Background: an optimization exercise with open tools, aiming at small area. Do not read the settings as production practice. The RTL was checked by simulation tests, not by an equivalence proof against the original design. Power figures rest on the tool's default switching activity, not on a simulated workload.

lane 1:
## joint_ramp_ctrl16
module joint_ramp_ctrl16 (
  input  logic          clk,
  input  logic          rst_n,
  input  logic          enable,
  input  logic          cmd_valid,
  output logic          cmd_ready,
  input  logic [3:0]    cmd_joint,
  input  logic [31:0]   cmd_value,
  output logic [511:0]  duty_cmd,
  output logic          period_tick,
  output logic          busy,
  output logic          fault
);
  joint_pwm_ramp_ctrl #(
    .JOINTS     (16),
    .PWM_PERIOD (2000),
    .RAMP_STEP  (50),
    .WDT_CYCLES (60000)
  ) u_ctrl (
    .clk         (clk),
    .rst_n       (rst_n),
    .enable      (enable),
    .cmd_valid   (cmd_valid),
    .cmd_ready   (cmd_ready),
    .cmd_joint   (cmd_joint),
    .cmd_value   (cmd_value),
    .duty_cmd    (duty_cmd),
    .period_tick (period_tick),
    .busy        (busy),
    .fault       (fault)
  );
endmodule
Size in the first run: roughly 1,900 cells after synthesis, about 430 flip-flops, ~560 I/O pins, roughly 19,000 um2 of cells after synthesis.
Settings: LEC_CHECK=0, CAP_MARGIN=20, CORE_MARGIN=2, CORE_UTILIZATION=50, SLEW_MARGIN=20, SYNTH_HIERARCHICAL=1, SYNTH_MINIMUM_KEEP_SIZE=0; clock period 12.0 ns.
standard.sh (not shown) runs the stock make flow with config.mk's settings and CLKGATE_MAP_FILE= SYNTH_SCRIPT=/design/flow/synth_recipe.tcl, a recipe that flattens the netlist after the stock synthesis.
==> flow/flow/run.sh <==
#!/bin/bash
set -euo pipefail
bash standard.sh finish \
  "BUFFER_PORTS_ARGS=-buffer_cell sky130_fd_sc_hd__buf_1" \
  "CTS_ARGS=-sink_clustering_enable -repair_clock_nets -dont_use_dummy_load -buf_list {sky130_fd_sc_hd__clkbuf_4} -sink_clustering_size 10 -sink_clustering_max_diameter 40" \
  > standard_flow.log 2>&1
Lane 1 reached the final stage; the timing, design-rule and antenna checks on its layout passed.
[inputs] lane 2 vs lane 1
==> flow/flow/run.sh <==
#!/bin/bash
set -euo pipefail
bash standard.sh finish \
  "BUFFER_PORTS_ARGS=-buffer_cell sky130_fd_sc_hd__buf_1" \
  "CTS_ARGS=-sink_clustering_enable -repair_clock_nets -dont_use_dummy_load -buf_list {sky130_fd_sc_hd__clkbuf_4} -sink_clustering_size 8 -sink_clustering_max_diameter 35" \
  > standard_flow.log 2>&1
==> results.txt <==
- [compare] base=lane 1 new=lane 2: via count normalized by instance count stayed essentially flat, routed length on met1 now sits higher, total routed wirelength climbed 260 um, number of setup buffers added after CTS shows no meaningful change, final antenna diode count increased by 1 relative to the old numbers.
- Comparing lane 1 with lane 2, the required time of the critical path came out essentially unchanged.
- In the tables for lane 1 and lane 2, final cell count reads lower with lane 1.
- Cmp lane 2 vs lane 1: total power higher in lane 2
- The met3 wirelength from detailed routing of lane 2 exceeds that of lane 1 by about 2.8%.

---

Another version of the RTL of joint_ramp_ctrl16 (not shown whole).
Size in the first run: ~2,300 cells after synthesis, ~440 flip-flops, about 560 I/O pins.
Settings: LEC_CHECK=0, CAP_MARGIN=5, CORE_MARGIN=2, CORE_UTILIZATION=50, SLEW_MARGIN=5; clock period 12.0 ns.
==> flow/flow/run.sh <==
#!/bin/bash
set -euo pipefail
bash standard.sh finish \
  "BUFFER_PORTS_ARGS=-buffer_cell sky130_fd_sc_hd__buf_1" \
  "CTS_ARGS=-sink_clustering_enable -repair_clock_nets -dont_use_dummy_load -buf_list {sky130_fd_sc_hd__clkbuf_4} -sink_clustering_size 10 -sink_clustering_max_diameter 40" \
  > standard_flow.log 2>&1
Then changed:
==> flow/flow/run.sh (replaced) <==
#!/bin/bash
set -euo pipefail
bash standard.sh finish \
  "BUFFER_PORTS_ARGS=-buffer_cell sky130_fd_sc_hd__buf_1" \
  "CTS_ARGS=-sink_clustering_enable -repair_clock_nets -dont_use_dummy_load -buf_list {sky130_fd_sc_hd__clkbuf_8} -sink_clustering_size 16 -sink_clustering_max_diameter 50" \
  > standard_flow.log 2>&1
--- a/flow/config.mk
+++ b/flow/config.mk
@@ -7,5 +7,5 @@
 export LEC_CHECK = 0
-export CAP_MARGIN = 5
+export CAP_MARGIN = 20
 export CORE_MARGIN = 2
 export CORE_UTILIZATION = 50
-export SLEW_MARGIN = 5
+export SLEW_MARGIN = 20
The new run completed without violations.
Cell count is lower by 0.78%.
Clock-buffer cell count falls by 22.
Worst setup slack improves by 0.38 ns.
Synthesized cell count does not change.
Sequential cell count is unchanged.
Register-to-register slack gets better by 0.41 ns.

-- re-timing with driven ports --
The flow's constraints put no driver on any port. The routed layouts listed below were extracted and timed again, unchanged, in two steps. Step 1 sets driving cells, clkbuf_16 on the clock port and buf_2 on the other inputs (assumed; they add their load-dependent delay and slew). Step 2 moves the port delays by t, midway between the first and last clock arrival at a register: inputs arrive t later, outputs are due t later. That takes back most of the time a late clock gives input paths. a / b / c = no drivers / after step 1 / after step 2; a / b = the first two.
run | t, ns | setup WS [ns] | hold slack, ns | worst setup path at the end | slew at the worst register clock pin (ns)
lane 1 | 0.817 | 2.005 / 2.022 / 1.206 | 0.382 / 0.382 / 0.382 | input to register | 0.12 / 0.12
lane 2 | 0.787 | 2.004 / 2.025 / 1.238 | 0.423 / 0.423 / 0.423 | input to register | 0.10 / 0.10
the first run of note 2 | 0.775 | 1.537 / 1.564 / 0.789 | 0.359 / 0.359 / 0.359 | input to register | 0.11 / 0.11
the second run of note 2 | 0.664 | 1.913 / 1.943 / 1.278 | 0.402 / 0.402 / 0.402 | input to register | 0.10 / 0.10
After both steps setup and hold are still met in every run listed. The setup slack of lane 1, which loses most, moves by +0.017 ns with the drivers and by -0.799 ns with both steps.
